From an optimization exercise on the open Yosys and OpenROAD flow, aimed at small area, a short achievable clock period and few clock cycles per item; shortcuts taken in it are not production practice. Function was checked by simulation only, so behaviour that the tests miss may differ from the original.

### flow/run.sh
#!/bin/bash
# synth_recipe.tcl (not shown) runs the flow's synth.tcl, then flattens the netlist and writes it again
# the make line also repeats each setting of config.mk as NAME=value (left out here)
make -C /OpenROAD-flow-scripts/flow DESIGN_CONFIG=/design/flow/config.mk WORK_HOME=/design/flow/orfs CLKGATE_MAP_FILE= SYNTH_SCRIPT=/design/flow/synth_recipe.tcl finish
### flow/constraint.sdc
create_clock -name core_clock -period 110.0 [get_ports {clk}]
set_input_delay 22.0000 -clock core_clock [delete_from_list [all_inputs] [get_ports {clk}]]
set_output_delay 22.0000 -clock core_clock [all_outputs]
set_load 0.01 [all_outputs]
### flow/design.v
`default_nettype none
package bilin_pkg;
  typedef logic [15:0] dim_t;
  typedef logic [7:0] pix_t;
  typedef logic [7:0] frac_t;
  typedef logic [8:0] weight_t;
  typedef logic [15:0] scale_t;
  typedef logic [23:0] fix_t;
  typedef logic [31:0] acc_t;
  typedef logic [19-1:0] addr_t;
  typedef struct packed {
    dim_t  col;
    frac_t fx;
    addr_t addr;
    logic  in_range;
  } lane_coord_t;
  typedef struct packed {
    dim_t  row;
    frac_t fy;
  } row_coord_t;
  typedef struct packed {
    logic  en;
    addr_t addr;
    pix_t  data;
  } wr_port_t;
  typedef logic [1:0] nbr_sel_t;
  typedef enum logic [3:0] {
    S_IDLE,
    S_INIT,
    S_ROW_START,
    S_SETUP,
    S_A00,
    S_D00,
    S_A10,
    S_D10,
    S_A01,
    S_D01,
    S_A11,
    S_D11,
    S_MUL,
    S_WRITE,
    S_ADVANCE,
    S_DONE
  } ctrl_state_t;
endpackage
`default_nettype wire
`default_nettype none
module bilin_rca #(
  parameter int N = 8
) (
  input  wire logic [N-1:0] a,
  input  wire logic [N-1:0] b,
  input  wire logic         ci,
  output logic      [N-1:0] s,
  output logic              co
);
  logic [N:0] c;
  assign c[0] = ci;
  for (genvar i = 0; i < N; i++) begin : g_bit
    assign s[i]   = a[i] ^ b[i] ^ c[i];
    assign c[i+1] = (a[i] & b[i]) | (c[i] & (a[i] ^ b[i]));
  end
  assign co = c[N];
endmodule
module bilin_dec #(
  parameter int N = 8
) (
  input  wire logic [N-1:0] a,
  input  wire logic         c,
  output logic      [N-1:0] s
);
  logic [N:0] bw;
  assign bw[0] = c;
  for (genvar i = 0; i < N; i++) begin : g_bit
    assign s[i]    = a[i] ^ bw[i];
    assign bw[i+1] = bw[i] & ~a[i];
  end
endmodule
module bilin_vmul (
  input  wire logic [7:0]  i_fy,
  input  wire logic [7:0]  i_n0,
  input  wire logic [7:0]  i_n1,
  output logic      [15:0] o_v
);
  logic [8:0] d;
  logic       d_co;
  bilin_rca #(.N(9)) u_d (
    .a  ({1'b0, i_n1}),
    .b  ({1'b1, ~i_n0}),
    .ci (1'b1),
    .s  (d),
    .co (d_co)
  );
  logic [7:0][15:0] rows;
  for (genvar k = 0; k < 8; k++) begin : g_row
    logic [8:0] r;
    assign r[7:0]  = d[7:0] & {8{i_fy[k]}};
    assign r[8]    = ~(d[8] & i_fy[k]);
    assign rows[k] = 16'({7'd0, r} << k);
  end
  assign o_v = {i_n0, 8'd0} + 16'h0100 + rows[0] + rows[1] + rows[2] + rows[3] +
               rows[4] + rows[5] + rows[6] + rows[7];
endmodule
module bilin_hmul (
  input  wire logic [7:0]  i_fx,
  input  wire logic [15:0] i_vl,
  input  wire logic [16:0] i_dd,
  output logic      [7:0]  o_pix
);
  logic [7:0][23:0] rows;
  for (genvar k = 0; k < 8; k++) begin : g_row
    logic [16:0] r;
    assign r[15:0] = i_dd[15:0] & {16{i_fx[k]}};
    assign r[16]   = ~(i_dd[16] & i_fx[k]);
    assign rows[k] = 24'({7'd0, r} << k);
  end
  logic [23:0] sm;
  assign sm = {i_vl, 8'd0} + 24'h018000 + rows[0] + rows[1] + rows[2] + rows[3] +
              rows[4] + rows[5] + rows[6] + rows[7];
  assign o_pix = sm[23:16];
endmodule
`default_nettype wire
`default_nettype none
module bilin_simd4_top (
  input  wire logic        clk,
  input  wire logic        rst_n,
  input  wire logic        i_start,
  input  wire logic [15:0] i_in_w,
  input  wire logic [15:0] i_in_h,
  input  wire logic [15:0] i_scale,
  input  wire logic [31:0] i_rd_data,
  output logic             o_busy,
  output logic             o_done,
  output logic [15:0]      o_out_w,
  output logic [15:0]      o_out_h,
  output logic [75:0]      o_rd_addr,
  output logic [3:0]       o_wr_en,
  output logic [75:0]      o_wr_addr,
  output logic [31:0]      o_wr_data
);
  localparam int LANES = 3;
  localparam logic [1:0] ST_IDLE  = 2'd0;
  localparam logic [1:0] ST_SETUP = 2'd1;
  localparam logic [1:0] ST_RUN   = 2'd2;
  localparam logic [1:0] ST_DONE  = 2'd3;
  logic [1:0] st;
  logic [1:0] st_n;
  logic       st_run;
  logic       busy_r;
  logic       done_r;
  assign st_run = st == ST_RUN;
  assign o_busy = busy_r;
  assign o_done = done_r;
  logic [15:0] wr;
  logic [15:0] hr;
  logic [15:0] sr;
  always_ff @(posedge clk) begin
    wr <= i_in_w;
    hr <= i_in_h;
    sr <= i_scale;
  end
  logic [16:0] drem;
  logic [15:0] inv;
  logic [23:0] pw;
  logic [23:0] ph;
  logic [3:0]  cnt;
  logic        sfirst;
  assign o_out_w = pw[23:8];
  assign o_out_h = ph[23:8];
  logic [3:0]  sp;
  logic [3:0]  sk0;
  logic [3:0]  sk;
  logic [16:0] drem_e;
  always_comb begin
    sp = 4'd0;
    for (int b = 0; b < 16; b++) begin
      if (sr[b]) sp = 4'(b);
    end
    sk0 = sp[3] ? sp : (4'd0 - sp);
    sk  = sfirst ? sk0 : cnt;
    drem_e = drem;
    if (sfirst) begin
      drem_e = 17'd0;
      drem_e[4'd15 - sk0] = 1'b1;
    end
  end
  logic [16:0] drem2;
  logic [16:0] dsub;
  logic        dge;
  logic        sbit;
  logic [15:0] inv_n;
  logic [23:0] pw_n;
  logic [23:0] ph_n;
  logic        pw_co;
  logic        ph_co;
  logic        setup_last;
  assign drem2 = {drem_e[15:0], 1'b0};
  assign sbit  = sr[sk];
  assign inv_n = {sfirst ? 15'd0 : inv[14:0], dge};
  assign setup_last = (st == ST_SETUP) && !sfirst && (cnt == 4'd0);
  bilin_rca #(.N(17)) u_div (
    .a (drem2), .b (~{1'b0, sr}), .ci (1'b1), .s (dsub), .co (dge)
  );
  bilin_rca #(.N(24)) u_pw (
    .a (sfirst ? 24'd0 : {pw[22:0], 1'b0}), .b ({8'd0, wr & {16{sbit}}}), .ci (1'b0),
    .s (pw_n), .co (pw_co)
  );
  bilin_rca #(.N(24)) u_ph (
    .a (sfirst ? 24'd0 : {ph[22:0], 1'b0}), .b ({8'd0, hr & {16{sbit}}}), .ci (1'b0),
    .s (ph_n), .co (ph_co)
  );
  always_ff @(posedge clk) begin
    if (st == ST_SETUP) begin
      drem <= dge ? dsub : drem2;
      inv  <= inv_n;
      cnt  <= sk - 4'd1;
      pw <= pw_n;
      ph <= ph_n;
    end
  end
  logic [15:0] wm2;
  logic [15:0] hm2;
  logic        wm2_co;
  logic        hm2_co;
  bilin_rca #(.N(16)) u_wm2 (.a (wr), .b (16'hfffe), .ci (1'b0), .s (wm2), .co (wm2_co));
  bilin_rca #(.N(16)) u_hm2 (.a (hr), .b (16'hfffe), .ci (1'b0), .s (hm2), .co (hm2_co));
  logic [3:0] hb;
  always_comb begin
    hb = 4'd0;
    for (int b = 0; b < 16; b++) begin
      if (hr[b]) hb = 4'(b);
    end
  end
  logic [3:0][18:0] ra;
  assign o_rd_addr = {ra[3], ra[2], ra[1], ra[0]};
  logic [7:0]  fx0;
  logic [15:0] gap;
  logic        cached;
  logic [15:0] rem;
  logic [7:0]  fyc;
  logic [23:0] sy;
  logic [15:0] rows_left;
  logic [18:0] mb;
  logic [3:0]  mcnt;
  logic        mbusy;
  logic        iss;
  logic        waitrow;
  logic [18:0] xi;
  logic [18:0] xq;
  bilin_dec #(.N(19)) u_xi (.a (ra[0]), .c (cached), .s (xi));
  bilin_dec #(.N(19)) u_xq (.a (ra[2]), .c (cached), .s (xq));
  logic        sy_le;
  logic        sy_cl;
  logic [15:0] syd;
  logic [15:0] rn;
  logic [7:0]  fyn;
  bilin_rca #(.N(16)) u_sycl (.a (hm2), .b (~sy[23:8]), .ci (1'b1), .s (syd), .co (sy_le));
  assign sy_cl = !sy_le;
  assign rn    = sy_cl ? hm2 : sy[23:8];
  assign fyn   = sy_cl ? 8'hff : sy[7:0];
  logic [LANES:1][17:0] tj;
  logic [LANES:1]       tj_co;
  bilin_rca #(.N(18)) u_t1 (
    .a ({10'd0, fx0}), .b ({2'd0, inv}), .ci (1'b0), .s (tj[1]), .co (tj_co[1])
  );
  if (LANES >= 2) begin : g_t2
    bilin_rca #(.N(18)) u_t2 (
      .a ({10'd0, fx0}), .b ({1'd0, inv, 1'b0}), .ci (1'b0), .s (tj[2]), .co (tj_co[2])
    );
  end
  if (LANES >= 3) begin : g_t3
    logic [17:0] ca;
    logic [17:0] cb;
    logic [17:0] cc;
    logic [17:0] cs;
    logic [17:0] cy;
    assign ca = {10'd0, fx0};
    assign cb = {2'd0, inv};
    assign cc = {1'd0, inv, 1'b0};
    assign cs = ca ^ cb ^ cc;
    assign cy = (ca & cb) | (ca & cc) | (cb & cc);
    bilin_rca #(.N(18)) u_t3 (
      .a (cs), .b ({cy[16:0], 1'b0}), .ci (1'b0), .s (tj[3]), .co (tj_co[3])
    );
  end
  logic                 gbig;
  logic [LANES:1][9:0]  dj;
  logic [LANES:1]       gge;
  logic [LANES:1]       clj;
  logic [LANES:1][9:0]  dje;
  logic [LANES:1]       le0;
  logic [LANES:1]       le1;
  logic [LANES:1]       le2;
  logic [LANES:1]       eq1;
  assign gbig = |gap[15:10];
  for (genvar j = 1; j <= LANES; j++) begin : g_cl
    logic [9:0] gd;
    assign dj[j] = tj[j][17:8];
    bilin_rca #(.N(10)) u_cmp (.a (gap[9:0]), .b (~dj[j]), .ci (1'b1), .s (gd), .co (gge[j]));
    assign clj[j] = !gbig && !gge[j];
    assign dje[j] = clj[j] ? gap[9:0] : dj[j];
    assign le0[j] = dje[j] == 10'd0;
    assign le1[j] = dje[j][9:1] == 9'd0;
    assign eq1[j] = dje[j] == 10'd1;
    assign le2[j] = (dje[j][9:2] == 8'd0) && !(dje[j][1] && dje[j][0]);
  end
  logic [LANES-1:0]      emit;
  logic [LANES-1:0][7:0] fxj;
  logic [LANES-1:0]      selj;
  logic [2:0]            e_n;
  logic                  row_end;
  logic [7:0]            te;
  logic [9:0]            de;
  logic                  cle;
  logic                  le0e;
  logic                  le1e;
  logic                  le2e;
  logic                  cached_n;
  logic [1:0]            cidx;
  always_comb begin
    emit[0] = 1'b1;
    fxj[0]  = fx0;
    selj[0] = !cached;
    for (int j = 1; j < LANES; j++) begin
      emit[j] = emit[j-1] && (rem > 16'(j)) && (cached ? le1[j] : le0[j]);
      fxj[j]  = clj[j] ? 8'hff : tj[j][7:0];
      selj[j] = cached ? eq1[j] : 1'b1;
    end
    e_n = 3'd1;
    for (int j = 1; j < LANES; j++) begin
      if (emit[j]) e_n = 3'(j + 1);
    end
    row_end = rem <= {13'd0, e_n};
    te   = tj[1][7:0];
    de   = dj[1];
    cle  = clj[1];
    le0e = le0[1];
    le1e = le1[1];
    le2e = le2[1];
    for (int j = 2; j <= LANES; j++) begin
      if (e_n == 3'(j)) begin
        te   = tj[j][7:0];
        de   = dj[j];
        cle  = clj[j];
        le0e = le0[j];
        le1e = le1[j];
        le2e = le2[j];
      end
    end
    cached_n = cached ? le2e : le1e;
    if (cached) begin
      cidx = le0e ? 2'd0 : (le1e ? 2'd1 : 2'd2);
    end else begin
      cidx = le0e ? 2'd1 : 2'd2;
    end
  end
  logic last_row;
  logic newrow;
  logic rowstart;
  assign last_row = rows_left == 16'd1;
  assign newrow   = st_run && (iss ? (row_end && !last_row) : waitrow) && !mbusy;
  assign rowstart = setup_last || newrow;
  logic [15:0] delta;
  logic        cached_nn;
  logic [19:0] a0_s;
  logic [19:0] a2_s;
  logic [18:0] a0_n;
  logic [18:0] a1_n;
  logic [18:0] a2_n;
  logic [18:0] a3_n;
  logic [1:0]  a_co;
  assign delta     = cle ? gap : {6'd0, de};
  assign cached_nn = !rowstart && cached_n;
  assign a0_s = {rowstart ? mb : xi, 1'b1} + {3'd0, rowstart ? 16'd0 : delta, cached_nn};
  assign a2_s = {rowstart ? mb : xq, 1'b1} + {3'd0, rowstart ? wr : delta, cached_nn};
  assign a0_n = a0_s[19:1];
  assign a2_n = a2_s[19:1];
  bilin_rca #(.N(19)) u_a1 (.a (a0_n), .b (19'd0), .ci (1'b1), .s (a1_n), .co (a_co[0]));
  bilin_rca #(.N(19)) u_a3 (.a (a2_n), .b (19'd0), .ci (1'b1), .s (a3_n), .co (a_co[1]));
  logic [15:0] gap_sub;
  logic        gap_co;
  bilin_rca #(.N(16)) u_gap (.a (gap), .b (~{6'd0, de}), .ci (1'b1), .s (gap_sub), .co (gap_co));
  logic [15:0] rem_sub;
  logic        rem_co;
  bilin_rca #(.N(16)) u_rem (.a (rem), .b (~{13'd0, e_n}), .ci (1'b1), .s (rem_sub), .co (rem_co));
  logic [23:0] sy_add;
  logic        sy_co;
  bilin_rca #(.N(24)) u_sy (.a (sy), .b ({8'd0, inv}), .ci (1'b0), .s (sy_add), .co (sy_co));
  logic [15:0] rl_sub;
  logic        rl_co;
  bilin_rca #(.N(16)) u_rl (.a (rows_left), .b (16'hffff), .ci (1'b0), .s (rl_sub), .co (rl_co));
  logic [18:0] mb_add;
  logic        mb_co;
  bilin_rca #(.N(19)) u_mb (
    .a ({mb[17:0], 1'b0}), .b ({3'd0, wr & {16{rn[mcnt]}}}), .ci (1'b0), .s (mb_add), .co (mb_co)
  );
  logic [LANES-1:0]      v1;
  logic [LANES-1:0][7:0] fx1;
  logic [LANES-1:0]      sel1;
  logic [7:0]            fy1;
  logic [1:0]            cidx1;
  logic                  fin1;
  logic [31:0]           nd;
  logic [15:0]           vc;
  always_comb begin
    st_n = st;
    case (st)
      ST_IDLE:  if (i_start) st_n = ST_SETUP;
      ST_SETUP: if (setup_last) st_n = (pw_n[23:8] == 16'd0) ? ST_DONE : ST_RUN;
      ST_RUN:   if (fin1) st_n = ST_DONE;
      default:  st_n = ST_IDLE;
    endcase
  end
  always_ff @(posedge clk or negedge rst_n) begin
    if (!rst_n) begin
      st      <= ST_IDLE;
      busy_r  <= 1'b0;
      done_r  <= 1'b0;
      sfirst  <= 1'b0;
      iss     <= 1'b0;
      waitrow <= 1'b0;
      mbusy   <= 1'b0;
      v1      <= '0;
      fin1    <= 1'b0;
    end else begin
      st     <= st_n;
      busy_r <= (st_n == ST_SETUP) || (st_n == ST_RUN);
      done_r <= st_n == ST_DONE;
      sfirst <= (st == ST_IDLE) && i_start;
      fin1   <= 1'b0;
      v1     <= '0;
      if (setup_last) begin
        iss   <= pw_n[23:8] != 16'd0;
        mbusy <= 1'b1;
      end else if (st_run) begin
        if (iss) begin
          v1 <= emit;
          if (row_end) begin
            if (last_row) begin
              iss  <= 1'b0;
              fin1 <= 1'b1;
            end else if (mbusy) begin
              iss     <= 1'b0;
              waitrow <= 1'b1;
            end
          end
        end else if (newrow) begin
          iss     <= 1'b1;
          waitrow <= 1'b0;
        end
        if (newrow) begin
          mbusy <= 1'b1;
        end else if (mcnt == 4'd0) begin
          mbusy <= 1'b0;
        end
      end else begin
        mbusy <= 1'b0;
      end
    end
  end
  always_ff @(posedge clk) begin
    ra[0]  <= a0_n;
    ra[1]  <= a1_n;
    ra[2]  <= a2_n;
    ra[3]  <= a3_n;
    cached <= cached_nn;
    fx0    <= rowstart ? 8'd0 : (cle ? 8'hff : te);
    gap    <= rowstart ? wm2 : (cle ? 16'd0 : gap_sub);
    rem    <= rowstart ? (setup_last ? pw_n[23:8] : pw[23:8]) : rem_sub;
    if (rowstart || st == ST_SETUP) begin
      mb   <= 19'd0;
      mcnt <= hb;
    end else if (mbusy) begin
      mb   <= mb_add;
      mcnt <= mcnt - 4'd1;
    end
    if (setup_last) begin
      fyc       <= 8'd0;
      sy        <= {8'd0, inv_n};
      rows_left <= ph_n[23:8];
    end else if (newrow) begin
      fyc       <= fyn;
      sy        <= sy_add;
      rows_left <= rl_sub;
    end
    fx1   <= fxj;
    sel1  <= selj;
    fy1   <= fyc;
    cidx1 <= cidx;
    nd    <= i_rd_data;
  end
  logic [15:0] vn1;
  logic [15:0] vn2;
  bilin_vmul u_v1 (.i_fy (fy1), .i_n0 (nd[7:0]),  .i_n1 (nd[23:16]), .o_v (vn1));
  bilin_vmul u_v2 (.i_fy (fy1), .i_n0 (nd[15:8]), .i_n1 (nd[31:24]), .o_v (vn2));
  logic [16:0] dl0;
  logic [16:0] dl1;
  logic        dl0_co;
  logic        dl1_co;
  bilin_rca #(.N(17)) u_dl0 (.a ({1'b0, vn1}), .b (~{1'b0, vc}),  .ci (1'b1), .s (dl0), .co (dl0_co));
  bilin_rca #(.N(17)) u_dl1 (.a ({1'b0, vn2}), .b (~{1'b0, vn1}), .ci (1'b1), .s (dl1), .co (dl1_co));
  logic [LANES-1:0][7:0] pix;
  for (genvar j = 0; j < LANES; j++) begin : g_h
    bilin_hmul u_h (
      .i_fx  (fx1[j]),
      .i_vl  (sel1[j] ? vn1 : vc),
      .i_dd  (sel1[j] ? dl1 : dl0),
      .o_pix (pix[j])
    );
  end
  logic [LANES-1:0]       wen;
  logic [LANES-1:0][18:0] wad;
  logic [LANES-1:0][7:0]  wdt;
  logic [1:0]             wcnt;
  logic [18:0]            wa0_n;
  logic                   wa0_co;
  always_comb begin
    wcnt = 2'd0;
    for (int j = 0; j < LANES; j++) wcnt = wcnt + {1'b0, wen[j]};
  end
  bilin_rca #(.N(19)) u_wa0 (
    .a (setup_last ? 19'd0 : wad[0]), .b ({17'd0, setup_last ? 2'd0 : wcnt}), .ci (1'b0),
    .s (wa0_n), .co (wa0_co)
  );
  always_ff @(posedge clk) begin
    case (cidx1)
      2'd0:    vc <= vc;
      2'd1:    vc <= vn1;
      default: vc <= vn2;
    endcase
    wdt <= pix;
    wad[0] <= wa0_n;
  end
  for (genvar j = 1; j < LANES; j++) begin : g_wad
    logic [18:0] wj;
    logic        wj_co;
    bilin_rca #(.N(19)) u_wj (.a (wa0_n), .b (19'(j)), .ci (1'b0), .s (wj), .co (wj_co));
    always_ff @(posedge clk) wad[j] <= wj;
  end
  always_ff @(posedge clk or negedge rst_n) begin
    if (!rst_n) begin
      wen <= '0;
    end else begin
      wen <= v1;
    end
  end
  always_comb begin
    o_wr_en   = '0;
    o_wr_addr = '0;
    o_wr_data = '0;
    for (int j = 0; j < LANES; j++) begin
      o_wr_en[j]            = wen[j];
      o_wr_addr[19*j +: 19] = wad[j];
      o_wr_data[8*j +: 8]   = wdt[j];
    end
  end
endmodule
`default_nettype wire
### flow/config.mk
export PLATFORM = sky130hd
export DESIGN_NAME = bilin_simd4_top
export DESIGN_NICKNAME = bilin_simd4_top
export VERILOG_FILES = /design/flow/design.v
export SDC_FILE = /design/flow/constraint.sdc
export NUM_CORES = 4
export LEC_CHECK = 0
export CAP_MARGIN = 20
export CORE_MARGIN = 2
export CORE_UTILIZATION = 40
export SLEW_MARGIN = 20
==> results of run 1 <==
-- layout make-up --
class / instances / area share, %
clock inverters: 30 / 0.808
inverters: 715 / 5.19
diodes: 1 / 0.00484
repair buffers: 308 / 5.81
flip-flops and latches: 500 / 22.1
clock buffers: 90 / 3.64
multi-input cells: 3117 / 58.8
well taps: 1500 / 3.63
-- through the flow --
stage / hold WS (ns) / std cells / cell area, sq um / utilization (%)
2_1_floorplan: 0.326 / 4526 / 45500 / -
3_3_place_gp: 0.341 / 6140 / 49400 / 43.9
3_5_place_dp: 0.339 / 6140 / 49400 / 43.9
4_1_cts: 0.328 / 6260 / 51700 / 46.0
5_1_grt: 0.337 / 6260 / 51700 / 46.0
6_report: 0.334 / 6261 / 51700 / 46.0
-- logic make-up (layout without fill, tap and decap cells) --
group	Yosys count	count (layout)	share of synthesized area, %
mux	180	180	4.20
buf+inv	909	1143	8.09
simple gates	1167	1167	12.8
other cells	1	35	0.00827
fa+ha+maj	1119	1119	40.5
xor+xnor	119	119	2.33
compound gates	498	498	6.85
flops	500	500	25.3
-- cell usage after synthesis, types with 5 or more instances --
| cell | number |
|---|---|
| o2111ai_1 | 6 |
| nor4_1 | 23 |
| mux2_2 | 29 |
| nand3_1 | 27 |
| nor2b_1 | 78 |
| o21ai_0 | 102 |
| xor2_1 | 30 |
| inv_1 | 715 |
| nand4_1 | 10 |
| nor2_1 | 194 |
| or2_2 | 11 |
| buf_4 | 62 |
| and3_1 | 22 |
| nand2b_1 | 45 |
| o211ai_1 | 13 |
| fa_1 | 579 |
| ha_1 | 540 |
| and2_1 | 282 |
| a21oi_1 | 188 |
| mux2i_1 | 144 |
| edfxtp_1 | 136 |
| buf_2 | 10 |
| or4_1 | 6 |
| nor3_1 | 28 |
| a21o_1 | 38 |
| a41oi_1 | 6 |
| a32oi_1 | 14 |
| xnor2_1 | 88 |
| clkbuf_1 | 102 |
| buf_1 | 19 |
| o31ai_1 | 7 |
| or3_1 | 13 |
| a31oi_1 | 13 |
| o21ai_1 | 14 |
| a31o_2 | 5 |
| a211oi_1 | 16 |
| dfrtp_1 | 15 |
| dfxtp_1 | 349 |
| nand2_1 | 403 |
| o21a_1 | 15 |
| mux4_2 | 5 |
| o21bai_1 | 13 |
-- routing by layer --
layer / wire [um] / share of wire, %
met4: 3670 / 3.2
met3: 3930 / 3.5
met1: 47600 / 42
met5: 0 / 0
met2: 58400 / 51
-- registers in the layout, summed over array words and instances (netlist names), 19 cells and up --
register  count
ra           76
wad          56
nd           32
fx1          24
ph           24
pw           24
sy           24
wdt          24
mb           19
-- path summary, 6_finish.rpt --
path | start | end
max in group asynchronous | rst_n | sfirst
worst max-delay path | pw[10] | o_out_w[2]
worst min register to register | fyc[3] | fy1[3]
worst min-delay path | fyc[3] | fy1[3]
min in group asynchronous | rst_n | done_r
worst max register to register | nd[0] | wdt[15]
==> run summary, run 1 <==
* HPWL Detailed at 90.9 mm
* Number of cells upsized or downsized after cts at 0
* Gr usage total at 19.8%
* Area contributors post-synth: fa_1, dfxtp_1, ha_1, edfxtp_1, inv_1
* Grt ovf at 0
* Min Tclk post-route at 23.62 ns
* Area of the multi-input gates at 0.0304 sq mm
* Worst setup SP type: flop
* Global-route wire length before repair at 181 mm
* M3 GR Usage at 2.22%
* Area growth, synth to finish at 14.1%
* Synthesized area at 0.0453 sq mm
* I/O Pins at 305
* Synth Register Bits at 500
* Port bufs at 276
* Layout filler cell count at 10620
* CTS tree: done
* Syn avg cell area at 10.1 sq um
* Cts bufs inserted at 66
* Final ANT Viol Nets at 0
* Drt initial violations at 1641
* CP Buf/Inv Count at 1
* Crit path max fanout at 3
* Post-DR wirelength/cell at 18.1 um
* Register area share after synthesis at 25.3%
* Number of max-cap violations at 0
* Worst min-delay path category: flop to flop
* Kind of critical path: flop to output port
* Vias per cell at 4.96
* Final setup margin at 86.38 ns
* H-tree depth at 3
* Netlist cell types at 83
* Clock sinks at 500
* Critical path required time at 88.00 ns
* Commonest cells after routing, fill and taps aside: inv_1, fa_1, ha_1
* Max Slew Vio Count at 0
* Final Setup Violations at 0
* Final-stage net count at 5910
* Global placer's final weighted congestion at 0.905
* Root buffer cell: clkbuf_16
* Worst Skew at 0.0381 ns
* Largest stage delay, worst path at 0.60 ns
* Cell family with most CP delay: buffers and inverters
* Deepest clock path buffer count at 3
* Post-CTS Setup Bufs at 0
* Post-synth top area share at 25.6%
* Critical Path AT at 1.62 ns
* Largest net degree at the start of global routing at 66
* EDFF count, synth at 136
* WP depth at 1
* DRC viols at 0
* Worst skew pair latency at 0.65 ns
* Die Wd at 341 um
* FF-to-FF path depth at 52
* Pre-CTS setup slack at 86.84 ns
* Asr flop ratio synth at 3.00%
* Setup slack, reg-to-reg at 93.22 ns
* Pre-antenna DRT Iters at 6
* Final Hold Vio Count at 0
* CORE AREA at 0.112 sq mm
* Run status: no timing/DRC/antenna violations
* Met2 Use GR at 35.9%
* Prevailing post-synth register cell: dfxtp_1
* Yosys warns at 1
* Hold path cells at 0
* Final wirelength at 114 mm
* Hold_buf cts at 0
* Storage cell area at 0.0115 sq mm
* Initial antenna violation count at 0
* Cell count after synthesis at 4493
* Setup_tns at 0 ns
* Biggest area consumer among synthesized cells: fa_1
* Fin crit share at 21.5%
* Slowest cell on crit path: clkdlybuf4s50_1
* Met1 Use GR at 24.6%
* CP Cell Sequence: clkdlybuf4s50_1
* RSZ-0062 raised after global routing: false
* Layout cells sized above 1 at 4.56%
* Achievable Freq at 42.3 MHz
* Most common cell after layout, fill and taps aside: inv_1
* Max transition margin at 29.1%
* Vias in the first global route at 32780
* DR vias at 31084
* Worst setup EP type: output port
* Die H at 341 um
* Worst Max-Slew Pin Slew at 1.03 ns
* GRT busiest layer: met2
* Initial Util at 40.3%
* Die ar. at 0.116 sq mm
* Clk slew on worst S/H paths at 0.06 ns
* Core Rows at 123
Testbench counts, summed over its fixed seeds: cycles 24,707, items 58,680.
==> run 2, diff against run 1 <==
--- a/flow/design.v
+++ b/flow/design.v
@@ -288,10 +288,15 @@
   logic [LANES:1]       gge;
   logic [LANES:1]       clj;
-  logic [LANES:1][9:0]  dje;
   logic [LANES:1]       le0;
   logic [LANES:1]       le1;
   logic [LANES:1]       le2;
   logic [LANES:1]       eq1;
-  assign gbig = |gap[15:10];
+  logic g_z;
+  logic g_1;
+  logic g_le2;
+  assign gbig  = |gap[15:10];
+  assign g_z   = gap == 16'd0;
+  assign g_1   = gap == 16'd1;
+  assign g_le2 = gap <= 16'd2;
   for (genvar j = 1; j <= LANES; j++) begin : g_cl
     logic [9:0] gd;
@@ -299,9 +304,8 @@
     bilin_rca #(.N(10)) u_cmp (.a (gap[9:0]), .b (~dj[j]), .ci (1'b1), .s (gd), .co (gge[j]));
     assign clj[j] = !gbig && !gge[j];
-    assign dje[j] = clj[j] ? gap[9:0] : dj[j];
-    assign le0[j] = dje[j] == 10'd0;
-    assign le1[j] = dje[j][9:1] == 9'd0;
-    assign eq1[j] = dje[j] == 10'd1;
-    assign le2[j] = (dje[j][9:2] == 8'd0) && !(dje[j][1] && dje[j][0]);
+    assign le0[j] = clj[j] ? g_z : (dj[j] == 10'd0);
+    assign le1[j] = clj[j] ? (g_z || g_1) : (dj[j][9:1] == 9'd0);
+    assign eq1[j] = clj[j] ? g_1 : (dj[j] == 10'd1);
+    assign le2[j] = clj[j] ? g_le2 : ((dj[j][9:2] == 8'd0) && !(dj[j][1] && dj[j][0]));
   end
   logic [LANES-1:0]      emit;
@@ -327,4 +331,8 @@
       selj[j] = cached ? eq1[j] : 1'b1;
     end
+    if (LANES == 3) begin
+      emit[2] = emit[1] && (rem > 16'd2) && (cached ? eq1[2] : le0[2]);
+      selj[2] = 1'b1;
+    end
     e_n = 3'd1;
     for (int j = 1; j < LANES; j++) begin
@@ -372,6 +380,13 @@
   assign delta     = cle ? gap : {6'd0, de};
   assign cached_nn = !rowstart && cached_n;
-  assign a0_s = {rowstart ? mb : xi, 1'b1} + {3'd0, rowstart ? 16'd0 : delta, cached_nn};
-  assign a2_s = {rowstart ? mb : xq, 1'b1} + {3'd0, rowstart ? wr : delta, cached_nn};
+  logic [1:0] as_co;
+  bilin_rca #(.N(20)) u_a0 (
+    .a ({rowstart ? mb : xi, 1'b1}), .b ({3'd0, rowstart ? 16'd0 : delta, cached_nn}), .ci (1'b0),
+    .s (a0_s), .co (as_co[0])
+  );
+  bilin_rca #(.N(20)) u_a2 (
+    .a ({rowstart ? mb : xq, 1'b1}), .b ({3'd0, rowstart ? wr : delta, cached_nn}), .ci (1'b0),
+    .s (a2_s), .co (as_co[1])
+  );
   assign a0_n = a0_s[19:1];
   assign a2_n = a2_s[19:1];
--- a/flow/config.mk
+++ b/flow/config.mk
@@ -9,3 +9,6 @@
 export CORE_MARGIN = 2
 export CORE_UTILIZATION = 40
+export CTS_BUF_LIST = sky130_fd_sc_hd__clkbuf_8
+export CTS_CLUSTER_DIAMETER = 60
+export CTS_CLUSTER_SIZE = 30
 export SLEW_MARGIN = 20
==> run 2 against run 1 <==
Effect of this change: flip-flop and latch count decreased by 1; worst setup slack worse by 0.17 ns; clock skew is 0.012 ns higher; cell count shrank 2.2%; global-route usage down 0.28 points.
==> run summary, run 2 <==
* Post-synth top cells: inv_1, fa_1, ha_1
* Gr usage total at 19.5% (-0.28 points)
* Biggest area consumer among synthesized cells: fa_1
* DR vias at 30062 (-3.3%)
* Kind of critical path: flop to output port
* Final wirelength at 108 mm (-4.9%)
* Min Tclk post-route at 23.80 ns (+0.175 ns)
* Post-DR wirelength/cell at 17.7 um (-2.7%)
* Final ANT Viol Nets at 0 (unchanged)
* Yosys warns at 1 (unchanged)
* Critical Path AT at 1.80 ns (+0.18 ns)
* Deepest clock path buffer count at 3 (unchanged)
* Largest net degree at the start of global routing at 59 (-11%)
* Biggest registers after layout: ra x76, wad x56, nd x32
* Max FFs per register at 76 (unchanged)
* Layout cells sized above 1 at 4.30% (-0.26 points)
* Crit path max fanout at 3 (unchanged)
* Setup_tns at 0 ns (unchanged)
* Vias per cell at 4.91 (-1.1%)
* Biggest register: ra
* Die Wd at 338 um (-0.75%)
* CTS tree: done
* Pre-antenna DRT Iters at 6 (unchanged)
* Register area share after synthesis at 25.6% (+0.34 points)
* Routed length on met1 at 47.0 mm (-1.3%)
* Achievable Freq at 42.0 MHz (-0.74%)
* HPWL Detailed at 86.4 mm (-4.9%)
* Clock sinks at 499 (-0.20%)
* Worst skew pair latency at 0.78 ns (+0.13 ns)
* H-tree depth at 2 (-1)
* Worst Max-Slew Pin Slew at 1.09 ns (+0.0595 ns)
* Post-CTS Setup Bufs at 0 (unchanged)
* Prevailing post-synth register cell: dfxtp_1
* Asr flop ratio synth at 3.01% (+0.0060 points)
* Synthesized area at 0.0446 sq mm (-1.5%)
* Critical path required time at 88.00 ns (about the same)
* CORE AREA at 0.111 sq mm (-1.6%)
* Root buffer cell: clkbuf_8
* WHS at 0.363 ns (+0.0295 ns)
* Global-route wire length before repair at 175 mm (-3.3%)
* Cell count after synthesis at 4409 (-1.9%)
* Port bufs at 276 (unchanged)
* Clk slew on worst S/H paths at 0.11 ns (+0.05 ns)
* Core Rows at 122 (-0.81%)
* Final Setup Violations at 0 (unchanged)
* Post-synth top area share at 27.3% (+1.7 points)
* Netlist cell types at 82 (-1.2%)
* Met3 wire len at 5.57 mm (+42%)
* Worst setup SP type: flop
* Die ar. at 0.114 sq mm (-1.5%)
* CP Buf/Inv Count at 1 (unchanged)
* Largest stage delay, worst path at 0.63 ns (+0.03 ns)
* Storage cell area at 0.0114 sq mm (-0.19%)
* RSZ-0062 raised after global routing: false
* Met2 wire len at 52.9 mm (-9.5%)
* Area contributors post-synth: fa_1, dfxtp_1, ha_1, edfxtp_1, inv_1
* CP Cell Sequence: clkdlybuf4s50_1
* Synth Register Bits at 499 (-0.20%)
* Number of cells upsized or downsized after cts at 0 (unchanged)
* I/O Pins at 305 (unchanged)
* Final Cell Area at 0.0500 sq mm (-3.2%)
* Most frequent cell after synthesis: inv_1
* Layout filler cell count at 10546 (-0.70%)
* Grt ovf at 0 (unchanged)
* Finished Layout Cells at 6122 (-2.2%)
* Utilization after layout at 45.2% (-0.75 points)
* EDFF count, synth at 136 (unchanged)
* Syn avg cell area at 10.1 sq um (+0.37%)
* DRC viols at 0 (unchanged)
* Die H at 338 um (-0.75%)
* DP Cell Count at 6017 (-2.0%)
* Initial Util at 40.3% (+0.049 points)
* Max transition margin at 27.1% (-2.0 points)
* Slowest cell on crit path: clkdlybuf4s50_1
* Commonest cells after routing, fill and taps aside: inv_1, fa_1, ha_1
* Final Hold Vio Count at 0 (unchanged)
* Worst min-delay path category: flop to flop
* Hold_buf cts at 0 (unchanged)
* Area of the multi-input gates at 0.0297 sq mm (-2.3%)
* Fin crit share at 21.6% (+0.16 points)
* Cts bufs inserted at 55 (-17%)
* DR top layer: met4
* Run status: no timing/DRC/antenna violations
* Worst setup EP type: output port
* Most common cell after layout, fill and taps aside: inv_1
* Max Slew Vio Count at 0 (unchanged)
* Final-stage net count at 5792 (-2.0%)
* Post-DP Area at 0.0486 sq mm (-1.6%)
* Global placer's final weighted congestion at 0.887 (-2.0%)
* Drt initial violations at 1501 (-8.5%)
* Number of max-cap violations at 0 (unchanged)
* Vias in the first global route at 31877 (-2.8%)
* Area growth, synth to finish at 12.1%
* Worst Skew at 0.0504 ns (+0.0124 ns)
* Cell family with most CP delay: buffers and inverters
* Initial antenna violation count at 2 (+2)
run 2: layout make-up:
type	count	area share, %
Clock inverter	49	1.34
Antenna cell	1	0.00500
Timing Repair Buffer	305	5.96
Tap cell	1488	3.72
Clock buffer	55	1.51
Multi-Input combinational cell	3023	59.4
Inverter	702	5.27
Sequential cell	499	22.8
run 2: path summary, 6_finish.rpt:
kind | from | end | slack, ns | depth (start not counted)
hold / removal | fyc[1] | fy1[1] | 0.36 | 0
min in group asynchronous | rst_n | mbusy | 21.69 | 1
setup reg to reg | inv[1] | ra[37] | 91.23 | 55
max in group asynchronous | rst_n | sfirst | 87.76 | 1
hold reg to reg | fyc[1] | fy1[1] | 0.36 | 0
setup / recovery | pw[8] | o_out_w[0] | 86.20 | 1
run 2: cell families (layout without fill, tap and decap cells):
logic type,count (synthesis),count (layout),synth area share [%]
buf+inv,920,1111,8.32
fa+ha+maj,1123,1123,41.7
other cells,1,35,0.00840
mux,116,116,2.83
flops,499,499,25.6
xor+xnor,86,86,1.69
simple gates,1230,1230,13.7
compound gates,434,434,6.17
run 2: metal layers:
metal | vias to the layer above | global-route usage (%)
li1 | 14373 | -
met1 | 14956 | 25.3
met2 | 611 | 33.6
met3 | 122 | 3.58
met4 | 0 | 4.93
met5 | - | 0
run 2: per-stage QoR:
stage | setup slack, ns
after floorplan | 87.39
after global placement | 86.85
after detailed placement | 86.86
after CTS | 86.10
after global routing | 86.07
final | 86.20
Testbench counts of run 2, summed over its fixed seeds: cycles 24,827, items 58,680.
==> run 3, diff against run 2 <==
--- a/flow/config.mk
+++ b/flow/config.mk
@@ -9,6 +9,3 @@
 export CORE_MARGIN = 2
 export CORE_UTILIZATION = 40
-export CTS_BUF_LIST = sky130_fd_sc_hd__clkbuf_8
-export CTS_CLUSTER_DIAMETER = 60
-export CTS_CLUSTER_SIZE = 30
 export SLEW_MARGIN = 20
==> run 3 against run 2 <==
Effect of this change: still clean; clock skew up 0.036 ns; area after synthesis unchanged; critical path depth unchanged; via count up 0.38%; worst setup slack better by 0.070 ns; final area up 1.6%; count of clock-buffer cells in the layout up 20; maximum frequency up 0.30%; critical endpoint unchanged; highest routed layer unchanged.
==> run summary, run 3 <==
* DR vias at 30177 (+0.38%)
* Number of cells upsized or downsized after cts at 0 (unchanged)
* EDFF count, synth at 136 (unchanged)
* Vias in the first global route at 32027 (+0.47%)
* Hold_buf cts at 0 (unchanged)
* Final-stage net count at 5798 (+0.10%)
* Met2 wire len at 53.6 mm (+1.4%)
* Die Wd at 338 um (unchanged)
* Critical path required time at 88.00 ns (about the same)
* Worst Max-Slew Pin Slew at 1.07 ns (-0.0214 ns)
* Post-synth top cells: inv_1, fa_1, ha_1
* Biggest area consumer among synthesized cells: fa_1
* Max FFs per register at 76 (unchanged)
* Final ANT Viol Nets at 0 (unchanged)
* Layout cells sized above 1 at 4.44% (+0.14 points)
* Netlist cell types at 82 (unchanged)
* DRC viols at 0 (unchanged)
* Core Rows at 122 (unchanged)
* Worst Skew at 0.0864 ns (+0.0360 ns)
* Max transition margin at 26.7% (-0.42 points)
* Biggest register: ra
* Global placer's final weighted congestion at 0.887 (unchanged)
* Pre-antenna DRT Iters at 7 (+1)
* Crit path max fanout at 3 (unchanged)
* Met3 wire len at 6.00 mm (+7.6%)
* HPWL Detailed at 86.4 mm (unchanged)
* DR top layer: met4
* Grt ovf at 0 (unchanged)
* Post-CTS Setup Bufs at 0 (unchanged)
* Synthesized area at 0.0446 sq mm (unchanged)
* CP Buf/Inv Count at 1 (unchanged)
* Fin crit share at 21.6% (-0.064 points)
* Cell family with most CP delay: buffers and inverters
* Utilization after layout at 46.0% (+0.74 points)
* Deepest clock path buffer count at 3 (unchanged)
* CTS tree: done
* Die ar. at 0.114 sq mm (unchanged)
* Largest net degree at the start of global routing at 59 (unchanged)
* Clk slew on worst S/H paths at 0.06 ns (-0.05 ns)
* Post-DR wirelength/cell at 17.8 um (+0.56%)
* Worst setup SP type: flop
* Cts bufs inserted at 61 (+11%)
* Setup_tns at 0 ns (unchanged)
* Root buffer cell: clkbuf_16
* Final Hold Vio Count at 0 (unchanged)
* Commonest cells after routing, fill and taps aside: inv_1, fa_1, ha_1
* Biggest registers after layout: ra x76, wad x56, nd x32
* Clock sinks at 499 (unchanged)
* Synth Register Bits at 499 (unchanged)
* Die H at 338 um (unchanged)
* Largest stage delay, worst path at 0.61 ns (-0.02 ns)
* Vias per cell at 4.92 (+0.25%)
* Port bufs at 276 (unchanged)
* ANT cells at 0 (-1)
* Global-route wire length before repair at 176 mm (+0.77%)
* Most common cell after layout, fill and taps aside: inv_1
* Final wirelength at 109 mm (+0.69%)
* CORE AREA at 0.111 sq mm (unchanged)
* Worst skew pair latency at 0.74 ns (-0.04 ns)
* CP Cell Sequence: clkdlybuf4s50_1
* Max Slew Vio Count at 0 (unchanged)
* Worst min-delay path category: flop to flop
* Min Tclk post-route at 23.73 ns (-0.0700 ns)
* RSZ-0062 raised after global routing: false
* Gr usage total at 19.7% (+0.18 points)
* Critical Path AT at 1.73 ns (-0.07 ns)
* Register area share after synthesis at 25.6% (unchanged)
* Worst setup EP type: output port
* H-tree depth at 2 (unchanged)
* Yosys warns at 1 (unchanged)
* Area contributors post-synth: fa_1, dfxtp_1, ha_1, edfxtp_1, inv_1
* Run status: no timing/DRC/antenna violations
* Cell count after synthesis at 4409 (unchanged)
* Final Setup Violations at 0 (unchanged)
* Initial antenna violation count at 1 (-1)
* Area growth, synth to finish at 13.9%
* Drt initial violations at 1453 (-3.2%)
* Kind of critical path: flop to output port
* Syn avg cell area at 10.1 sq um (unchanged)
* Initial Util at 40.3% (unchanged)
* Routed length on met1 at 46.8 mm (-0.52%)
* Asr flop ratio synth at 3.01% (unchanged)
* Number of max-cap violations at 0 (unchanged)
* Post-synth top area share at 27.3% (unchanged)
* Slowest cell on crit path: clkdlybuf4s50_1
* Most frequent cell after synthesis: inv_1
* Prevailing post-synth register cell: dfxtp_1
* I/O Pins at 305 (unchanged)
* Achievable Freq at 42.1 MHz (+0.30%)
run 3: cell counts after synthesis:
Identical to the previous run, type by type.
run 3: kinds of logic (layout without fill, tap and decap cells):
logic type	count (synthesis)	in the layout	synth area share, %
compound gates	434	434	6.17
fa+ha+maj	1123	1123	41.7
mux	116	116	2.83
xor+xnor	86	86	1.69
flops	499	499	25.6
simple gates	1230	1230	13.7
buf+inv	920	1120	8.32
other cells	1	34	0.00840
run 3: worst paths after layout:
check,startpoint,endpoint,slack [ns],depth (start not counted)
hold reg to reg,fyc[3],fy1[3],0.34,0
setup / recovery,pw[8],o_out_w[0],86.27,1
setup reg to reg,inv[1],ra[37],91.16,55
min in group asynchronous,rst_n,wen[0],21.75,1
hold / removal,fyc[3],fy1[3],0.34,0
max in group asynchronous,rst_n,sfirst,87.61,1
run 3: per-layer routing:
metal / GRT usage [%] / vias to the layer above
li1: - / 14391
met5: 0 / -
met2: 34.1 / 688
met1: 25.5 / 14972
met3: 3.43 / 126
met4: 5.09 / 0
run 3: cell type report:
class / instances / area (sq um)
Fill cell: 10470 / 59800
Sequential cell: 499 / 11400
Clock inverter: 38 / 500
Tap cell: 1488 / 1860
Multi-Input combinational cell: 3023 / 29700
Clock buffer: 75 / 1750
Timing Repair Buffer: 305 / 2980
Inverter: 702 / 2640
run 3: through the flow:
stage | std cells | worst slack [ns] | cell area (sq um) | hold slack [ns]
2_1_floorplan | 4442 | 87.39 | 44800 | 0.331
3_3_place_gp | 6017 | 86.85 | 48600 | 0.347
3_5_place_dp | 6017 | 86.86 | 48600 | 0.349
4_1_cts | 6130 | 86.19 | 50900 | 0.336
5_1_grt | 6130 | 86.18 | 50900 | 0.354
6_report | 6130 | 86.27 | 50900 | 0.337
run 3: worst register-to-register path: cells and delay by family, from the launching register on:
| family | cells | cell delay, ns |
|---|---|---|
| xor gates and xnor gates | 1 | 0.16 |
| buffers and inverters | 7 | 0.46 |
| adders and majority gates | 37 | 14.31 |
| AOI/OAI and AO/OA | 6 | 1.91 |
| DFF | 1 | 0.56 |
| and+or+nand+nor | 4 | 1.43 |
==> run 4, diff against run 3 <==
--- a/flow/design.v
+++ b/flow/design.v
@@ -158,18 +158,24 @@
     wr <= i_in_w;
     hr <= i_in_h;
-    sr <= i_scale;
   end
-  logic [16:0] drem;
+  logic [15:0] drem;
   logic [15:0] inv;
+  logic [15:0] pwh;
+  logic [15:0] phh;
   logic [23:0] pw;
   logic [23:0] ph;
   logic [3:0]  cnt;
   logic        sfirst;
-  assign o_out_w = pw[23:8];
-  assign o_out_h = ph[23:8];
+  assign o_out_w = pwh;
+  assign o_out_h = phh;
+  assign pw      = {pwh, rem[7:0]};
+  assign ph      = {phh, rem[15:8]};
+  assign drem    = gap;
+  assign cnt     = mcnt;
+  assign sr      = rows_left;
   logic [3:0]  sp;
   logic [3:0]  sk0;
   logic [3:0]  sk;
-  logic [16:0] drem_e;
+  logic [15:0] drem_e;
   always_comb begin
     sp = 4'd0;
@@ -181,5 +187,5 @@
     drem_e = drem;
     if (sfirst) begin
-      drem_e = 17'd0;
+      drem_e = 16'd0;
       drem_e[4'd15 - sk0] = 1'b1;
     end
@@ -195,5 +201,5 @@
   logic        ph_co;
   logic        setup_last;
-  assign drem2 = {drem_e[15:0], 1'b0};
+  assign drem2 = {drem_e, 1'b0};
   assign sbit  = sr[sk];
   assign inv_n = {sfirst ? 15'd0 : inv[14:0], dge};
@@ -212,9 +218,7 @@
   always_ff @(posedge clk) begin
     if (st == ST_SETUP) begin
-      drem <= dge ? dsub : drem2;
-      inv  <= inv_n;
-      cnt  <= sk - 4'd1;
-      pw <= pw_n;
-      ph <= ph_n;
+      inv <= inv_n;
+      pwh <= pw_n[23:8];
+      phh <= ph_n[23:8];
     end
   end
@@ -321,5 +325,5 @@
   logic                  le2e;
   logic                  cached_n;
-  logic [1:0]            cidx;
+  logic                  cidx;
   always_comb begin
     emit[0] = 1'b1;
@@ -356,10 +360,6 @@
       end
     end
-    cached_n = cached ? le2e : le1e;
-    if (cached) begin
-      cidx = le0e ? 2'd0 : (le1e ? 2'd1 : 2'd2);
-    end else begin
-      cidx = le0e ? 2'd1 : 2'd2;
-    end
+    cached_n = cached ? (le2e && !le0e) : le1e;
+    cidx = cached ? !le1e : !le0e;
   end
   logic last_row;
@@ -414,5 +414,5 @@
   logic [LANES-1:0]      sel1;
   logic [7:0]            fy1;
-  logic [1:0]            cidx1;
+  logic                  cidx1;
   logic                  fin1;
   logic [31:0]           nd;
@@ -481,9 +481,17 @@
     cached <= cached_nn;
     fx0    <= rowstart ? 8'd0 : (cle ? 8'hff : te);
-    gap    <= rowstart ? wm2 : (cle ? 16'd0 : gap_sub);
-    rem    <= rowstart ? (setup_last ? pw_n[23:8] : pw[23:8]) : rem_sub;
+    if (rowstart) begin
+      gap <= wm2;
+      rem <= setup_last ? pw_n[23:8] : pwh;
+    end else if (st == ST_SETUP) begin
+      gap <= 16'(dge ? dsub : drem2);
+      rem <= {ph_n[7:0], pw_n[7:0]};
+    end else begin
+      gap <= cle ? 16'd0 : gap_sub;
+      rem <= rem_sub;
+    end
     if (rowstart || st == ST_SETUP) begin
       mb   <= 19'd0;
-      mcnt <= hb;
+      mcnt <= rowstart ? hb : (sk - 4'd1);
     end else if (mbusy) begin
       mb   <= mb_add;
@@ -494,4 +502,6 @@
       sy        <= {8'd0, inv_n};
       rows_left <= ph_n[23:8];
+    end else if (st == ST_IDLE || st == ST_SETUP) begin
+      rows_left <= i_scale;
     end else if (newrow) begin
       fyc       <= fyn;
@@ -539,9 +549,5 @@
   );
   always_ff @(posedge clk) begin
-    case (cidx1)
-      2'd0:    vc <= vc;
-      2'd1:    vc <= vn1;
-      default: vc <= vn2;
-    endcase
+    vc <= cidx1 ? vn2 : vn1;
     wdt <= pix;
     wad[0] <= wa0_n;
--- a/flow/config.mk
+++ b/flow/config.mk
@@ -9,3 +9,6 @@
 export CORE_MARGIN = 2
 export CORE_UTILIZATION = 40
+export CTS_BUF_LIST = sky130_fd_sc_hd__clkbuf_8
+export CTS_CLUSTER_DIAMETER = 50
+export CTS_CLUSTER_SIZE = 24
 export SLEW_MARGIN = 20
==> run 4 against run 3 <==
Effect of this change: global-route usage is 0.25 points higher; first-iteration DRC count is 5.6% lower; count of clock-buffer cells in the layout is 13 lower; register-to-register slack better by 0.69 ns; maximum frequency is 0.48% lower; clock skew is 0.012 ns higher; sequential share of layout area is 2.0 points lower; largest cell class unchanged.
==> run summary, run 4 <==
* Post-synth top cells: inv_1, fa_1, ha_1
* Min Tclk post-route at 23.84 ns (+0.114 ns)
* Kind of critical path: flop to output port
* Final setup margin at 86.16 ns (-0.114 ns)
* Clock sinks at 446 (-11%)
* Cell family with most CP delay: buffers and inverters
* Max Slew Vio Count at 0 (unchanged)
* Pre-CTS setup slack at 86.82 ns (-0.0423 ns)
* Post-CTS Setup Bufs at 0 (unchanged)
* Worst Skew at 0.0985 ns (+0.0120 ns)
* I/O Pins at 305 (unchanged)
* Synthesized area at 0.0428 sq mm (-4.0%)
* Initial Util at 40.2% (-0.15 points)
* Biggest register: ra
* Achievable Freq at 41.9 MHz (-0.48%)
* Grt ovf at 0 (unchanged)
* Critical path required time at 88.00 ns (about the same)
* CP Buf/Inv Count at 1 (unchanged)
* Final wirelength at 108 mm (-0.82%)
* Global-route wire length before repair at 174 mm (-1.4%)
* H-tree depth at 2 (unchanged)
* Worst setup EP type: output port
* Layout cells sized above 1 at 4.64% (+0.20 points)
* Prevailing post-synth register cell: dfxtp_1
* Area contributors post-synth: fa_1, dfxtp_1, ha_1, inv_1, edfxtp_1
* Initial antenna violation count at 3 (+2)
* Final Setup Violations at 0 (unchanged)
* DRC viols at 0 (unchanged)
* Crit path max fanout at 3 (unchanged)
* Largest stage delay, worst path at 0.64 ns (+0.03 ns)
* Number of max-cap violations at 0 (unchanged)
* Die Wd at 331 um (-2.0%)
* Area growth, synth to finish at 12.5%
* WHS at 0.355 ns (+0.0175 ns)
* Die ar. at 0.110 sq mm (-4.0%)
* Die H at 331 um (-2.0%)
* Most common cell after layout, fill and taps aside: inv_1
* Biggest registers after layout: ra x76, wad x56, nd x32
* Hold_buf cts at 0 (unchanged)
* Biggest area consumer among synthesized cells: fa_1
* Synth Register Bits at 446 (-11%)
* HPWL Detailed at 87.3 mm (+1.0%)
* Vias in the first global route at 31315 (-2.2%)
* Max FFs per register at 76 (unchanged)
* Cell count after synthesis at 4317 (-2.1%)
* Root buffer cell: clkbuf_8
* Slowest cell on crit path: clkdlybuf4s50_1
* Run status: no timing/DRC/antenna violations
* Worst setup SP type: flop
* Worst skew pair latency at 0.83 ns (+0.09 ns)
* Post-DR wirelength/cell at 18.1 um (+2.1%)
* CTS tree: done
* Gr usage total at 20.0% (+0.25 points)
* Layout filler cell count at 10256 (-2.0%)
* Cts bufs inserted at 58 (-4.9%)
* Final Hold Vio Count at 0 (unchanged)
* Commonest cells after routing, fill and taps aside: inv_1, fa_1, ha_1
* Core Rows at 120 (-1.6%)
* Largest net degree at the start of global routing at 75 (+27%)
* Final-stage net count at 5705 (-1.6%)
* Vias per cell at 4.98 (+1.1%)
* Post-synth top area share at 28.5% (+1.1 points)
* Pre-antenna DRT Iters at 5 (-2)
* Drt initial violations at 1372 (-5.6%)
* Yosys warns at 1 (unchanged)
* Port bufs at 276 (unchanged)
* Worst min-delay path category: flop to flop
* Clk slew on worst S/H paths at 0.09 ns (+0.03 ns)
* Deepest clock path buffer count at 3 (unchanged)
* CP Cell Sequence: clkdlybuf4s50_1
* Register area share after synthesis at 23.0% (-2.6 points)
* Syn avg cell area at 9.92 sq um (-2.0%)
* CORE AREA at 0.107 sq mm (-3.7%)
* DR vias at 29634 (-1.8%)
* Global placer's final weighted congestion at 0.878 (-1.0%)
* EDFF count, synth at 84 (-38%)
* Asr flop ratio synth at 3.36% (+0.36 points)
* RSZ-0062 raised after global routing: false
* Final ANT Viol Nets at 0 (unchanged)
* Worst Max-Slew Pin Slew at 1.06 ns (-0.00886 ns)
* Setup_tns at 0 ns (unchanged)
* Critical Path AT at 1.84 ns (+0.11 ns)
* Number of cells upsized or downsized after cts at 0 (unchanged)
* Max transition margin at 29.1% (+2.4 points)
* Most frequent cell after synthesis: inv_1
* Netlist cell types at 85 (+3.7%)
* Fin crit share at 21.7% (+0.10 points)
run 4: final cells by class:
class | instances | area, sq um | share of cell area [%]
timing repair buffer | 302 | 2960 | 6.13
sequential | 446 | 9850 | 20.4
clock inverter | 48 | 687 | 1.42
antenna | 2 | 5.00 | 0.0104
multi-input combinational | 2983 | 29500 | 61.1
clock buffer | 62 | 853 | 1.77
inverter | 707 | 2650 | 5.50
tap | 1403 | 1760 | 3.64
run 4: cell families after synthesis:
kind of cell    share of synthesized area, %
flops                                   23.0
other cells                          0.00875
fa+ha+maj                               43.5
mux                                     2.95
xor+xnor                                1.91
buf+inv                                 8.65
compound gates                          6.76
simple gates                            13.2
run 4: metrics by stage:
stage,utilization (%),area (sq um),cells
6_report,45.2,48200,5953
3_3_place_gp,43.8,46700,5841
5_1_grt,45.2,48200,5952
4_1_cts,45.2,48200,5951
2_1_floorplan,-,43000,4350
3_5_place_dp,43.8,46700,5841
run 4: final timing paths:
| path | slack, ns | from | endpoint | cells past startpoint |
|---|---|---|---|---|
| hold reg to reg | 0.35 | fyc[2] | fy1[2] | 0 |
| max in group asynchronous | 87.98 | rst_n | sfirst | 1 |
| hold / removal | 0.35 | fyc[2] | fy1[2] | 0 |
| min in group asynchronous | 21.56 | rst_n | busy_r | 1 |
| setup / recovery | 86.16 | pwh[6] | o_out_w[6] | 1 |
| setup reg to reg | 91.85 | inv[0] | ra[37] | 52 |
run 4: per-layer routing:
| layer | part of all wire, % | vias to the layer above | global-route usage, % |
|---|---|---|---|
| li1 | - | 14032 | - |
| met3 | 5.3 | 161 | 3.53 |
| met1 | 43 | 14780 | 25.8 |
| met5 | 0 | - | 0 |
| met2 | 48 | 661 | 34.1 |
| met4 | 3.2 | 0 | 6.06 |
Testbench counts of run 4, summed over its fixed seeds: cycles 24,827, items 58,680.
==> run 5, diff against run 4 <==
--- a/flow/config.mk
+++ b/flow/config.mk
@@ -9,6 +9,3 @@
 export CORE_MARGIN = 2
 export CORE_UTILIZATION = 40
-export CTS_BUF_LIST = sky130_fd_sc_hd__clkbuf_8
-export CTS_CLUSTER_DIAMETER = 50
-export CTS_CLUSTER_SIZE = 24
 export SLEW_MARGIN = 20
==> run 5 against run 4 <==
Effect of this change: wire length is 0.39% higher; count of clock-buffer cells in the layout is 1 higher; register-to-register slack hardly changed; final area is 0.79% higher; first-iteration DRC count is 7.6% higher; utilization is 0.36 points higher; synthesized cell count stayed put; sequential share of layout area is 0.16 points lower.
==> run summary, run 5 <==
* Run status: no timing/DRC/antenna violations
* Grt ovf at 0 (unchanged)
* Kind of critical path: flop to output port
* Clock sinks at 446 (unchanged)
* Final Setup Violations at 0 (unchanged)
* Largest family of logic cells by synthesized area: adder cells
* Cts bufs inserted at 53 (-8.6%)
* Asr flop ratio synth at 3.36% (unchanged)
* DRC viols at 0 (unchanged)
* Post-synth top area share at 28.5% (unchanged)
* Global placer's final weighted congestion at 0.878 (unchanged)
* Synth Area in Simple Gates at 13.2% (unchanged)
* EDFF count, synth at 84 (unchanged)
* Most frequent cell after synthesis: inv_1
* Biggest area consumer among synthesized cells: fa_1
* Synth Register Bits at 446 (unchanged)
* Die Wd at 331 um (unchanged)
* Final Hold Vio Count at 0 (unchanged)
* Port bufs at 276 (unchanged)
* Post-synth top cells: inv_1, fa_1, ha_1
* Worst Skew at 0.0313 ns (-0.0671 ns)
* Pre-CTS setup slack at 86.82 ns (unchanged)
* Mux share of post-synthesis cell area at 2.95% (unchanged)
* Deepest clock path buffer count at 3 (unchanged)
* Post-CTS Setup Bufs at 0 (unchanged)
* Final-stage net count at 5700 (-0.088%)
* Max Slew Vio Count at 0 (unchanged)
* Synth Area in Compound Gates at 6.76% (unchanged)
* Most common cell after layout, fill and taps aside: inv_1
* Post-DR wirelength/cell at 18.2 um (+0.61%)
* Final ANT Viol Nets at 0 (unchanged)
* Biggest register: ra
* Netlist cell types at 85 (unchanged)
* Critical Path AT at 1.67 ns (-0.17 ns)
* Commonest cells after routing, fill and taps aside: inv_1, fa_1, ha_1
* Number of cells upsized or downsized after cts at 0 (unchanged)
* Yosys warns at 1 (unchanged)
* Worst setup EP type: output port
* Largest net degree at the start of global routing at 75 (unchanged)
* Critical path required time at 88.00 ns (about the same)
* Gr usage total at 20.0% (+0.056 points)
* Vias in the first global route at 31329 (+0.045%)
* Register area share after synthesis at 23.0% (unchanged)
* Slowest cell on crit path: clkdlybuf4s50_1
* Worst setup SP type: flop
* Global-route wire length before repair at 175 mm (+0.36%)
* Final setup margin at 86.33 ns (+0.168 ns)
* Final wirelength at 108 mm (+0.39%)
* RSZ-0062 raised after global routing: false
* Crit path max fanout at 3 (unchanged)
* Synthesized area at 0.0428 sq mm (unchanged)
* Clk slew on worst S/H paths at 0.06 ns (-0.03 ns)
* DP Cell Count at 5841 (unchanged)
* Min Tclk post-route at 23.67 ns (-0.168 ns)
* CP Cell Sequence: clkdlybuf4s50_1
* Cell family with most CP delay: buffers and inverters
* Vias per cell at 4.99 (+0.22%)
* Number of max-cap violations at 0 (unchanged)
* Fraction of the mapped netlist area in adder cells at 43.5% (unchanged)
* CORE AREA at 0.107 sq mm (unchanged)
* CP Buf/Inv Count at 1 (unchanged)
* Setup_tns at 0 ns (unchanged)
* Max transition margin at 29.7% (+0.64 points)
* Syn avg cell area at 9.92 sq um (unchanged)
* Drt initial violations at 1476 (+7.6%)
* Area contributors post-synth: fa_1, dfxtp_1, ha_1, inv_1, edfxtp_1
* Finished Layout Cells at 5940 (-0.22%)
* DR vias at 29633 (-0.0034%)
* Area growth, synth to finish at 13.4%
* Prevailing post-synth register cell: dfxtp_1
* Cell count after synthesis at 4317 (unchanged)
* Synth Area in XOR/XNOR at 1.91% (unchanged)
* Fin crit share at 21.5% (-0.15 points)
* Worst min-delay path category: flop to flop
* H-tree depth at 2 (unchanged)
* Core Rows at 120 (unchanged)
* Largest stage delay, worst path at 0.64 ns (about the same)
* HPWL Detailed at 87.3 mm (unchanged)
* Max FFs per register at 76 (unchanged)
* Pre-antenna DRT Iters at 5 (unchanged)
* Biggest registers after layout: ra x76, wad x56, nd x32
* Initial antenna violation count at 2 (-1)
* Initial Util at 40.2% (unchanged)
* Die ar. at 0.110 sq mm (unchanged)
* CTS tree: done
* Achievable Freq at 42.2 MHz (+0.71%)
* Root buffer cell: clkbuf_16
* Hold_buf cts at 0 (unchanged)
* Worst Max-Slew Pin Slew at 1.05 ns (-0.00965 ns)
* Layout cells sized above 1 at 4.32% (-0.32 points)
* Die H at 331 um (unchanged)
* I/O Pins at 305 (unchanged)
* Worst skew pair latency at 0.66 ns (-0.17 ns)
run 5: cell counts after synthesis:
No cell type changed its count.
run 5: path summary, 6_finish.rpt:
path,from,endpoint,slack [ns],depth (start not counted)
min in group asynchronous,rst_n,done_r,21.74,1
worst max register to register,inv[1],ra[37],91.86,52
worst max-delay path,pwh[6],o_out_w[6],86.33,1
worst min register to register,fyc[2],fy1[2],0.34,0
worst min-delay path,fyc[2],fy1[2],0.34,0
max in group asynchronous,rst_n,sfirst,87.79,1
run 5: logic make-up (layout without fill, tap and decap cells):
kind of cell / count (synthesis) / after routing
xor+xnor: 92 / 92
simple gates: 1160 / 1160
flops: 446 / 446
buf+inv: 921 / 1107
compound gates: 461 / 461
fa+ha+maj: 1124 / 1124
other cells: 1 / 35
mux: 112 / 112
run 5: per-layer routing:
metal	vias to the layer above	global-route usage (%)	wire length, um
li1	14046	-	-
met1	14823	26.0	47000
met2	625	34.3	52800
met3	139	3.32	5450
met4	0	5.76	3120
met5	-	0	0
run 5: final cells by class:
| cell class | count | area (sq um) |
|---|---|---|
| sequential | 446 | 9850 |
| tap | 1403 | 1760 |
| inverter | 707 | 2650 |
| fill | 10207 | 58000 |
| clock inverter | 35 | 465 |
| clock buffer | 63 | 1460 |
| antenna | 1 | 2.50 |
| timing repair buffer | 302 | 2960 |
| multi-input combinational | 2983 | 29500 |
run 5: metrics by stage:
stage / utilization [%] / hold slack (ns) / cell area (sq um)
floorplan: - / 0.331 / 43000
global placement: 43.8 / 0.342 / 46700
detailed placement: 43.8 / 0.342 / 46700
CTS: 45.6 / 0.329 / 48600
global route: 45.6 / 0.342 / 48600
finish: 45.6 / 0.337 / 48600

[port drivers added, routing unchanged]
Ports are ideal in the flow. The routed layouts listed here were re-timed in OpenROAD. Step 1 sets driving cells, clkbuf_16 on the clock port and buf_2 on the other inputs (assumed; they add their load-dependent delay and slew). Step 2 moves the port delays by t, midway between the first and last clock arrival at a register: inputs arrive t later, outputs are due t later. That takes back most of the time a late clock gives input paths. Three values: no drivers, after step 1, after step 2; two values: the first two.
| run | t (ns) | slack for setup (ns) | clock arrival spread, ns | worst slew at a driven data input, ns |
|---|---|---|---|---|
| run 1 | 0.704 | 86.376 / 86.303 / 86.836 | 0.040 / 0.040 | 0.05 |
| run 2 | 0.827 | 86.201 / 86.133 / 86.851 | 0.052 / 0.051 | 0.06 |
| run 3 | 0.762 | 86.272 / 86.204 / 86.799 | 0.087 / 0.087 | 0.06 |
| run 4 | 0.848 | 86.158 / 86.092 / 86.894 | 0.099 / 0.099 | 0.10 |
| run 5 | 0.717 | 86.326 / 86.257 / 86.855 | 0.031 / 0.032 | 0.10 |
After both steps setup and hold are still met in every run listed.
